Context: an optimization exercise on an open-source flow, tuned for small area. The choices shown serve that exercise and are no tape-out recipe. The RTL was checked by simulation tests, not by an equivalence proof against the original design. Power figures rest on the tool's default switching activity, not on a simulated workload.

## P
## alu_operand_issue
module alu_operand_issue #(
    parameter int DATA_W = alu_pkg::ALU_DATA_W,
    parameter int REG_AW = alu_pkg::ALU_REG_AW
) (
    input  logic              clk,
    input  logic              rst_n,
    input  logic              in_valid,
    output logic              in_ready,
    input  logic [3:0]        in_op,
    input  logic [REG_AW-1:0] in_rs1,
    input  logic [REG_AW-1:0] in_rs2,
    input  logic [REG_AW-1:0] in_rd,
    input  logic              in_use_imm,
    input  logic [DATA_W-1:0] in_imm,
    input  logic [4:0]        in_shift,
    output logic              out_valid,
    input  logic              out_ready,
    output logic [DATA_W-1:0] out_a,
    output logic [DATA_W-1:0] out_b,
    output logic [3:0]        out_op,
    output logic [4:0]        out_shift,
    output logic [REG_AW-1:0] out_rd,
    input  logic              wb_en,
    input  logic [REG_AW-1:0] wb_addr,
    input  logic [DATA_W-1:0] wb_data
);
    localparam int NREG = 1 << REG_AW;
    localparam int NR   = NREG - 1;        
    logic [DATA_W-1:0] mem [1:NREG-1];
    logic [DATA_W-1:0] mem_d [1:NREG-1];
    logic [NREG-1:1]   vld;
    logic [NREG-1:1]   pend;
    logic [NREG-1:1]   wsel, wsel_n;
    logic [NREG-1:1]   sel_a, sel_b;
    logic [3:0]        lo1, lo2, lod, low;
    logic [7:0]        hi1, hi2, hid, hiw;
    logic [7:0]        pm1, pm2, pmd;
    logic              hit1, hit2;
    logic              busy_rs1, busy_rs2, pend_rd;
    logic              hazard, load, hold, issue, ga, gb;
    logic              fwd_a, fwd_b, imm_b;
    logic [DATA_W-1:0] a_d, b_d;
    always_comb begin
        for (int k = 0; k < 4; k++) begin
            lo1[k] = (in_rs1[1:0] == 2'(k));
            lo2[k] = (in_rs2[1:0] == 2'(k));
            lod[k] = (in_rd[1:0] == 2'(k));
            low[k] = (wb_addr[1:0] == 2'(k)) && wb_en;
        end
        for (int m = 0; m < 8; m++) begin
            hi1[m] = (in_rs1[4:2] == 3'(m));
            hi2[m] = (in_rs2[4:2] == 3'(m));
            hid[m] = (in_rd[4:2] == 3'(m));
  ...
Size in the first run: roughly 3,500 cells after synthesis.
export LEC_CHECK = 0
export CAP_MARGIN = 20
export CORE_MARGIN = 2
export CORE_UTILIZATION = 60
export CTS_BUF_LIST = sky130_fd_sc_hd__clkbuf_8
export CTS_CLUSTER_DIAMETER = 60
export CTS_CLUSTER_SIZE = 12
export SLEW_MARGIN = 20
export SYNTH_HIERARCHICAL = 1
export SYNTH_MINIMUM_KEEP_SIZE = 0
create_clock -name core_clock -period 5.5 [get_ports {clk}]
standard.sh (not shown) runs the stock make flow with config.mk's settings and CLKGATE_MAP_FILE= SYNTH_SCRIPT=/design/flow/synth_recipe.tcl, a recipe that flattens the netlist after the stock synthesis.
==> flow/flow/run.sh <==
#!/bin/bash
# Own layout flow: the standard flow (standard synthesis unchanged), with
#  - the port buffers made from sky130_fd_sc_hd__buf_1 instead of the delay-cell
#    buffer that buffer_ports picks by default (every port is still buffered);
#  - a clock tree of sky130_fd_sc_hd__clkbuf_4 leaf clusters of at most 8 sinks,
#    without dummy loads.
# All tool output goes to standard_flow.log and ORFS's per-step logs under orfs/logs.
set -euo pipefail
bash standard.sh \
    "BUFFER_PORTS_ARGS=-buffer_cell sky130_fd_sc_hd__buf_1" \
    "CTS_ARGS=-sink_clustering_enable -repair_clock_nets -buf_list sky130_fd_sc_hd__clkbuf_4 -sink_clustering_size 8 -sink_clustering_max_diameter 50 -dont_use_dummy_load" \
    finish > standard_flow.log 2>&1
Inputs modified between P and Q:
==> flow/run.sh (new file) <==
#!/bin/bash
# synth_recipe.tcl (not shown) runs the flow's synth.tcl, then flattens the netlist and writes it again
# the make line also repeats each setting of config.mk as NAME=value (left out here)
make -C /OpenROAD-flow-scripts/flow DESIGN_CONFIG=/design/flow/config.mk WORK_HOME=/design/flow/orfs CLKGATE_MAP_FILE= SYNTH_SCRIPT=/design/flow/synth_recipe.tcl finish
-- flow/config.mk --
<<< P, line 7
export LEC_CHECK = 0
export CAP_MARGIN = 20
export CORE_MARGIN = 2
>>> Q, line 7
export LEC_CHECK = 0
export CAP_MARGIN = 0
export CORE_MARGIN = 2
<<< P, line 13
export CTS_CLUSTER_SIZE = 12
export SLEW_MARGIN = 20
export SYNTH_HIERARCHICAL = 1
>>> Q, line 13
export CTS_CLUSTER_SIZE = 12
export SLEW_MARGIN = 0
export SYNTH_HIERARCHICAL = 1
removed: flow/flow/run.sh
removed: flow/standard.sh
### Flow results
In Q the implementation completed, yet the final layout does not meet the checks, the culprit being max-capacitance violations, max-slew violations. Wire length for Q: 1.5% down relative to P. Fraction of area in clock buffers and inverters is higher on Q. Via count in Q is 305 below P. Fraction of area in registers was higher in the run labelled P. Sort Q and P by met2 routed wirelength, descending, and P comes first. When Q is set beside P, its total chip power turns out to be about 3% larger. Compared to P, Q has clock period minus worst slack 0.66 ns higher.
[inputs] R vs Q
-- flow/config.mk --
<<< Q, line 7
export LEC_CHECK = 0
export CAP_MARGIN = 0
export CORE_MARGIN = 2
>>> R, line 7
export LEC_CHECK = 0
export CAP_MARGIN = 20
export CORE_MARGIN = 2
<<< Q, line 13
export CTS_CLUSTER_SIZE = 12
export SLEW_MARGIN = 0
export SYNTH_HIERARCHICAL = 1
>>> R, line 13
export CTS_CLUSTER_SIZE = 12
export SLEW_MARGIN = 20
export SYNTH_HIERARCHICAL = 1
==> notes.md <==
- Of R and Q, just one finished clean: R.
- The flow for Q finished, though final verification flagged max-capacitance violations, max-slew violations.
- Between Q and R, met1 layer wirelength in the final routing decreased.
- For worst clock skew, R and Q come out practically identical.
- The cell area after layout of Q and that of R are within noise of each other.
- Core utilization: R vs Q, no meaningful difference
- Power: Q vs R, no meaningful difference

---

run Z:
Another version of the RTL of alu_operand_issue (not shown whole).
Size in the first run: ~3500 cells after synthesis, ~180 I/O pins, roughly 0.043 mm² of cells after synthesis.
==> flow/config.mk <==
export PLATFORM = sky130hd
export DESIGN_NAME = alu_operand_issue
export DESIGN_NICKNAME = alu_operand_issue
export VERILOG_FILES = /design/flow/design.v
export SDC_FILE = /design/flow/constraint.sdc
export NUM_CORES = 4
export LEC_CHECK = 0
export CAP_MARGIN = 20
export CORE_MARGIN = 2
export CORE_UTILIZATION = 60
export CTS_BUF_LIST = sky130_fd_sc_hd__clkbuf_8
export CTS_CLUSTER_DIAMETER = 60
export CTS_CLUSTER_SIZE = 12
export SLEW_MARGIN = 20
export SYNTH_HIERARCHICAL = 1
export SYNTH_MINIMUM_KEEP_SIZE = 0
==> flow/constraint.sdc <==
create_clock -name core_clock -period 5.5 [get_ports {clk}]
set_input_delay 1.1000 -clock core_clock [delete_from_list [all_inputs] [get_ports {clk}]]
set_output_delay 1.1000 -clock core_clock [all_outputs]
set_load 0.01 [all_outputs]
==> flow/flow/run.sh <==
#!/bin/bash
# Own layout flow: the standard flow (standard synthesis unchanged), with
#  - the port buffers made from sky130_fd_sc_hd__buf_1 instead of the delay-cell
#    buffer that buffer_ports picks by default (every port is still buffered);
#  - a clock tree of sky130_fd_sc_hd__clkbuf_4 leaf clusters of at most 8 sinks,
#    without dummy loads.
# All tool output goes to standard_flow.log and ORFS's per-step logs under orfs/logs.
set -euo pipefail
bash standard.sh \
    "BUFFER_PORTS_ARGS=-buffer_cell sky130_fd_sc_hd__buf_1" \
    "CTS_ARGS=-sink_clustering_enable -repair_clock_nets -buf_list sky130_fd_sc_hd__clkbuf_4 -sink_clustering_size 8 -sink_clustering_max_diameter 50 -dont_use_dummy_load" \
    finish > standard_flow.log 2>&1
The following lists how run B was set up differently from run Z:
--- a/flow/config.mk
+++ b/flow/config.mk
@@ -8,5 +8,5 @@
 export CAP_MARGIN = 20
 export CORE_MARGIN = 2
-export CORE_UTILIZATION = 60
+export CORE_UTILIZATION = 70
 export CTS_BUF_LIST = sky130_fd_sc_hd__clkbuf_8
 export CTS_CLUSTER_DIAMETER = 60
## What came out
- The final layout from run B, which completed every stage, passed the timing, design-rule and antenna checks at the end of the flow.
- [compare] base=run Z new=run B: longest individual stage delay on the worst path moved up; power neither gained nor lost much; post-layout minimum cycle time shows an increase of 0.046 ns; combinational cell fraction of total power did not really move; power density relative to cell area level.
- Comparing upper clock frequency limit for run B and run Z, the bigger number came from run Z.
- [compare] base=run Z new=run B: layout buffer count excluding clock buffers climbed 3.8%; worst hold slack after final layout climbed 0.0066 ns; worst slew margin relative to its limit dropped 5.6 points.

re-timing with driven ports:
The results above use ideal ports. As a check the final layouts listed here were re-extracted and re-timed, cells and wires unchanged. Step 1: set_driving_cell puts a clkbuf_16 on clk and a buf_2 on each other input, an assumption about the parent block. Step 2 adds t to the input delays and takes it off the output delays; t is the mean of the earliest and latest rising clock arrival at the registers after step 1. Input paths then give back, and output paths get back, about the clock's delay inside the block. Slacks: ideal ports / drivers / drivers and shift; pairs: ideal ports / drivers.
run	t, ns	slack for setup (ns)	worst setup path at the end	worst register clock-pin slew, ns
P	1.095	1.042 / 1.007 / 0.355	input to register	0.10 / 0.10
Q	0.837	0.377 / 0.343 / -0.082	input to register	0.10 / 0.10
R	0.848	0.334 / 0.300 / -0.097	input to register	0.10 / 0.10
run Z	1.096	1.023 / 1.065 / -0.031	input to register	0.11 / 0.11
run B	1.110	0.977 / 0.952 / -0.053	input to register	0.11 / 0.11
For run Z, which loses most, drivers alone change the setup slack by +0.042 ns; drivers and shift together by -1.054 ns.
